Background: an optimization exercise with open tools, aiming at small area. Do not read the settings as production practice.
Only simulation tests tie the RTL to the original design; equivalence was not proved.

## run 1
## intra16_pred
module intra16_pred (
	input  logic                     clk,
	input  logic                     reset_n,
	input  logic [2:0]               edge_op,
	input  logic [32-1:0]       edge_word,
	input  logic                     top_avail,
	input  logic                     left_avail,
	input  logic                     param_strobe,
	input  logic                     plane_strobe,
	input  logic                     out_strobe,
	input  logic [3:0]               block_idx,
	input  logic [1:0]               mode,
	output logic [127:0]             pred
);
	typedef logic [16:0] w17_t;
	function automatic w17_t rca(input w17_t a, input w17_t b, input logic ci);
		logic c;
		w17_t s;
		c = ci;
		for (int i = 0; i < 17; i++) begin
			s[i] = a[i] ^ b[i] ^ c;
			c = (a[i] & b[i]) | (a[i] & c) | (b[i] & c);
		end
		rca = s;
	endfunction
	function automatic w17_t csa_s(input w17_t a, input w17_t b, input w17_t c);
		csa_s = a ^ b ^ c;
	endfunction
	function automatic w17_t csa_c(input w17_t a, input w17_t b, input w17_t c);
		csa_c = ((a & b) | (a & c) | (b & c)) << 1;
	endfunction
	logic [31:0] top_w [4];     
	logic [31:0] left_w [4];
	logic [7:0]  corner;
	logic [3:0]  top_v;
	logic [3:0]  left_v;
	logic        corner_v;
	logic [1:0]  tw;
	logic        op_top;
	logic        op_left;
	logic        op_corner;
	logic [3:0]  wr_top;
	logic [3:0]  wr_left;
	assign op_top = (edge_op == 3'd1);
	assign op_corner = (edge_op == 3'd6);
	assign op_left = |wr_left;
	always_comb begin
		for (int w = 0; w < 4; w++) begin
			wr_top[w] = op_top && (tw == 2'(w));
  ...
For scale: ~470 flip-flops.
==> flow/config.mk <==
export PLATFORM = sky130hd
export DESIGN_NAME = intra16_pred
export DESIGN_NICKNAME = intra16_pred
export VERILOG_FILES = /design/flow/design.v
export SDC_FILE = /design/flow/constraint.sdc
export NUM_CORES = 4
export LEC_CHECK = 0
export CAP_MARGIN = 0
export CORE_MARGIN = 2
export CORE_UTILIZATION = 60
export CTS_BUF_LIST = sky130_fd_sc_hd__clkbuf_16
export CTS_CLUSTER_DIAMETER = 100
export CTS_CLUSTER_SIZE = 24
export PLACE_DENSITY = 0.75
export SLEW_MARGIN = 0
==> flow/constraint.sdc <==
create_clock -name core_clock -period 12.0 [get_ports {clk}]
set_input_delay 2.4000 -clock core_clock [delete_from_list [all_inputs] [get_ports {clk}]]
set_output_delay 2.4000 -clock core_clock [all_outputs]
set_load 0.01 [all_outputs]
standard.sh (not shown) runs the stock make flow with config.mk's settings and CLKGATE_MAP_FILE= SYNTH_SCRIPT=/design/flow/synth_recipe.tcl, a recipe that flattens the netlist after the stock synthesis.
==> flow/flow/run.sh <==
#!/bin/bash
# Standard layout, except that the port buffers are the smallest buffer cell.
set -euo pipefail
export BUFFER_PORTS_ARGS="-buffer_cell sky130_fd_sc_hd__buf_1"
bash standard.sh finish > make_finish.log 2>&1
Run 1: done, clean on timing, DRC and antenna
#### Input delta (run 2 over run 1)
-- flow/config.mk --
<<< run 1, line 10
export CORE_UTILIZATION = 60
>>> run 2, line 10
export CORE_UTILIZATION = 50
<<< run 1, line 14
export PLACE_DENSITY = 0.75
>>> run 2, line 14
export PLACE_DENSITY = 0.65
Findings:
Run 2 — final area about 0.9% higher, run 1 as reference
Run comparison: run 2 endpoint of the most critical setup path pred[125]; run 1 endpoint of the most critical setup path pred[120]
Looking at the reports, run 2 completed the entire flow and the layout it produced met the timing, DRC and antenna checks.
The setup slack number comes out lower for run 2 vs run 1.
What run 3 does differently from run 2 at the input level:
-- flow/config.mk --
<<< run 2, line 10
export CORE_UTILIZATION = 50
>>> run 3, line 10
export CORE_UTILIZATION = 55
<<< run 2, line 14
export PLACE_DENSITY = 0.65
>>> run 3, line 14
export PLACE_DENSITY = 0.7
## What came out
Fraction of area in multi-input gates in run 3 is 0.16 points higher than in run 2
Run 3: number of filler cells placed in the layout lower than run 2
Run 2 → run 3: total length of routed met3 wires picked up an extra about 10%, count of buffers not belonging to the clock network in the layout now smaller, number of flip-flops and latches level, number of global-route vias before repair down 254.
Run 2 → run 3: total routed wirelength +about 0.6%; routed length on met1 -about 0.7%; upper clock frequency limit ~0 delta.
Setup WNS run 2 -> run 3: worse

* * *

build 33:
Another version of the RTL of intra16_pred (not shown whole).
For scale: ~2600 cells after synthesis, about 470 flip-flops, ~180 I/O pins, ~0.031 mm² of cells after synthesis.
==> flow/config.mk <==
export PLATFORM = sky130hd
export DESIGN_NAME = intra16_pred
export DESIGN_NICKNAME = intra16_pred
export VERILOG_FILES = /design/flow/design.v
export SDC_FILE = /design/flow/constraint.sdc
export NUM_CORES = 4
export LEC_CHECK = 0
export CAP_MARGIN = 0
export CORE_MARGIN = 2
export CORE_UTILIZATION = 40
export CTS_BUF_LIST = sky130_fd_sc_hd__clkbuf_16
export CTS_CLUSTER_DIAMETER = 100
export CTS_CLUSTER_SIZE = 24
export SLEW_MARGIN = 0
==> flow/constraint.sdc <==
create_clock -name core_clock -period 12.0 [get_ports {clk}]
set_input_delay 2.4000 -clock core_clock [delete_from_list [all_inputs] [get_ports {clk}]]
set_output_delay 2.4000 -clock core_clock [all_outputs]
set_load 0.01 [all_outputs]
Scripts as last shown in full above: flow/flow/run.sh
Relative to build 33, the following input files were edited for build 77:
==> flow/run.sh (new file) <==
#!/bin/bash
# synth_recipe.tcl (not shown) runs the flow's synth.tcl, then flattens the netlist and writes it again
# the make line also repeats each setting of config.mk as NAME=value (left out here)
make -C /OpenROAD-flow-scripts/flow DESIGN_CONFIG=/design/flow/config.mk WORK_HOME=/design/flow/orfs CLKGATE_MAP_FILE= SYNTH_SCRIPT=/design/flow/synth_recipe.tcl finish
diff --git a/flow/config.mk b/flow/config.mk
--- a/flow/config.mk
+++ b/flow/config.mk
@@ -8 +8 @@
-export CAP_MARGIN = 0
+export CAP_MARGIN = 20
@@ -11,4 +11 @@
-export CTS_BUF_LIST = sky130_fd_sc_hd__clkbuf_16
-export CTS_CLUSTER_DIAMETER = 100
-export CTS_CLUSTER_SIZE = 24
-export SLEW_MARGIN = 0
+export SLEW_MARGIN = 20
removed: flow/flow/run.sh
removed: flow/standard.sh
## What came out
Compared with build 33, total CTS buffers in build 77 increased by more than 100%. The first-pass GRT wire length of build 77 and that of build 33 are within noise of each other. For area of all placed cells without fillers, dividing the value from build 33 by the value from build 77 gives 0.941.
Input changes introduced in build 1 (baseline for comparison: build 77):
==> flow/flow/run.sh (new file) <==
#!/bin/bash
# Standard layout, except that the port buffers are the smallest buffer cell.
set -euo pipefail
export BUFFER_PORTS_ARGS="-buffer_cell sky130_fd_sc_hd__buf_1"
bash standard.sh finish > make_finish.log 2>&1
==> flow/standard.sh (new file) <==
#!/bin/bash
# synth_recipe.tcl (not shown) runs the flow's synth.tcl, then flattens the netlist and writes it again
# the make line also repeats each setting of config.mk as NAME=value (left out here)
make -C /OpenROAD-flow-scripts/flow DESIGN_CONFIG=/design/flow/config.mk WORK_HOME=/design/flow/orfs CLKGATE_MAP_FILE= SYNTH_SCRIPT=/design/flow/synth_recipe.tcl "${@:-finish}"
diff --git a/flow/config.mk b/flow/config.mk
--- a/flow/config.mk
+++ b/flow/config.mk
@@ -8 +8 @@
-export CAP_MARGIN = 20
+export CAP_MARGIN = 0
@@ -11 +11,5 @@
-export SLEW_MARGIN = 20
+export CTS_BUF_LIST = sky130_fd_sc_hd__clkbuf_16
+export CTS_CLUSTER_DIAMETER = 100
+export CTS_CLUSTER_SIZE = 24
+export PLACE_DENSITY = 0.75
+export SLEW_MARGIN = 0
removed: flow/run.sh
--- outcome ---
Changes observed in build 1 relative to build 77: clock-buffer cell count fell by about 60%; clock-cell share of area down 2.7 points.
Changes observed in build 1 relative to build 77: final count of negative-setup-slack endpoints level; least setup slack across all paths after layout moved down.
[inputs] build 24 vs build 1
diff --git a/flow/config.mk b/flow/config.mk
--- a/flow/config.mk
+++ b/flow/config.mk
@@ -8 +8 @@
-export CAP_MARGIN = 0
+export CAP_MARGIN = 20
@@ -14,2 +14 @@
-export PLACE_DENSITY = 0.75
-export SLEW_MARGIN = 0
+export SLEW_MARGIN = 20
Findings:
Taking build 1 as the reference, in build 24 storage element area barely changed, final cell count barely changed, met1 wire length climbed 15%, post-layout minimum cycle time dropped 0.025 ns. Between build 24 and build 1, it is build 24 whose number of buffer and inverter stages on the critical path is lower, by 2. Final standard cell utilization of the core in build 24 vs build 1: up 0.16 points. From build 1 to build 24 the numbers moved as follows: maximum number of pins on one net before global-route repair increased 10; clock tree cell share of total cell area ~0 delta.

* * *

Setup of the reference run:
Starting RTL as in the previous note.
export LEC_CHECK = 0
export CAP_MARGIN = 20
export CORE_MARGIN = 2
export CORE_UTILIZATION = 40
export CTS_BUF_LIST = sky130_fd_sc_hd__clkbuf_16
export CTS_CLUSTER_DIAMETER = 70
export CTS_CLUSTER_SIZE = 30
export SLEW_MARGIN = 20
create_clock -name core_clock -period 12.0 [get_ports {clk}]
==> flow/flow/run.sh <==
#!/bin/bash
# Standard layout, except that the port buffers are the smallest buffer cell.
set -euo pipefail
export BUFFER_PORTS_ARGS="-buffer_cell sky130_fd_sc_hd__buf_1"
bash standard.sh finish > make_finish.log 2>&1
Input-level comparison between the trial run and the reference run:
Settings: PLACE_DENSITY newly set to 0.65; CTS_CLUSTER_SIZE changed from 30 to 24; CTS_CLUSTER_DIAMETER changed from 70 to 100; SLEW_MARGIN changed from 20 to 0; CORE_UTILIZATION changed from 40 to 50; CAP_MARGIN changed from 20 to 0.
The trial run completed end to end with timing, DRC and antenna clean. Relative to the reference run, the setup slack of the trial run is higher by 47 ps. The reference run -> the trial run: global-route wire length before repair decreased by a few percent. From the reference run to the trial run the numbers moved as follows: number of flops mapped to enable cells by yosys ~0 delta, share of flip-flops with an asynchronous set or reset after synthesis ~0 delta.

[separate check: timing with driven ports]
Ports are ideal in the flow. The routed layouts listed here were re-timed in OpenROAD. Step 1 sets driving cells, clkbuf_16 on the clock port and buf_2 on the other inputs (assumed; they add their load-dependent delay and slew). Step 2 moves the port delays by t, midway between the first and last clock arrival at a register: inputs arrive t later, outputs are due t later. That takes back most of the time a late clock gives input paths. Slacks: ideal / step 1 / step 2; pairs: ideal / step 1.
run | t, ns | setup WS [ns] | worst setup path after step 2
run 1 | 0.640 | 0.297 / 0.234 / 0.853 | input to register
run 2 | 0.651 | 0.260 / 0.196 / 0.846 | register to output
run 3 | 0.663 | 0.247 / 0.186 / 0.849 | register to output
build 33 | 0.635 | 0.245 / 0.185 / 0.820 | register to output
build 77 | 0.653 | 0.261 / 0.200 / 0.643 | input to register
build 1 | 0.636 | 0.214 / 0.154 / 0.790 | register to output
build 24 | 0.651 | 0.239 / 0.176 / 0.827 | register to output
the reference run | 0.666 | 0.242 / 0.181 / 0.847 | register to output
the trial run | 0.635 | 0.289 / 0.227 / 0.862 | register to output
After both steps setup and hold are still met in every run listed.
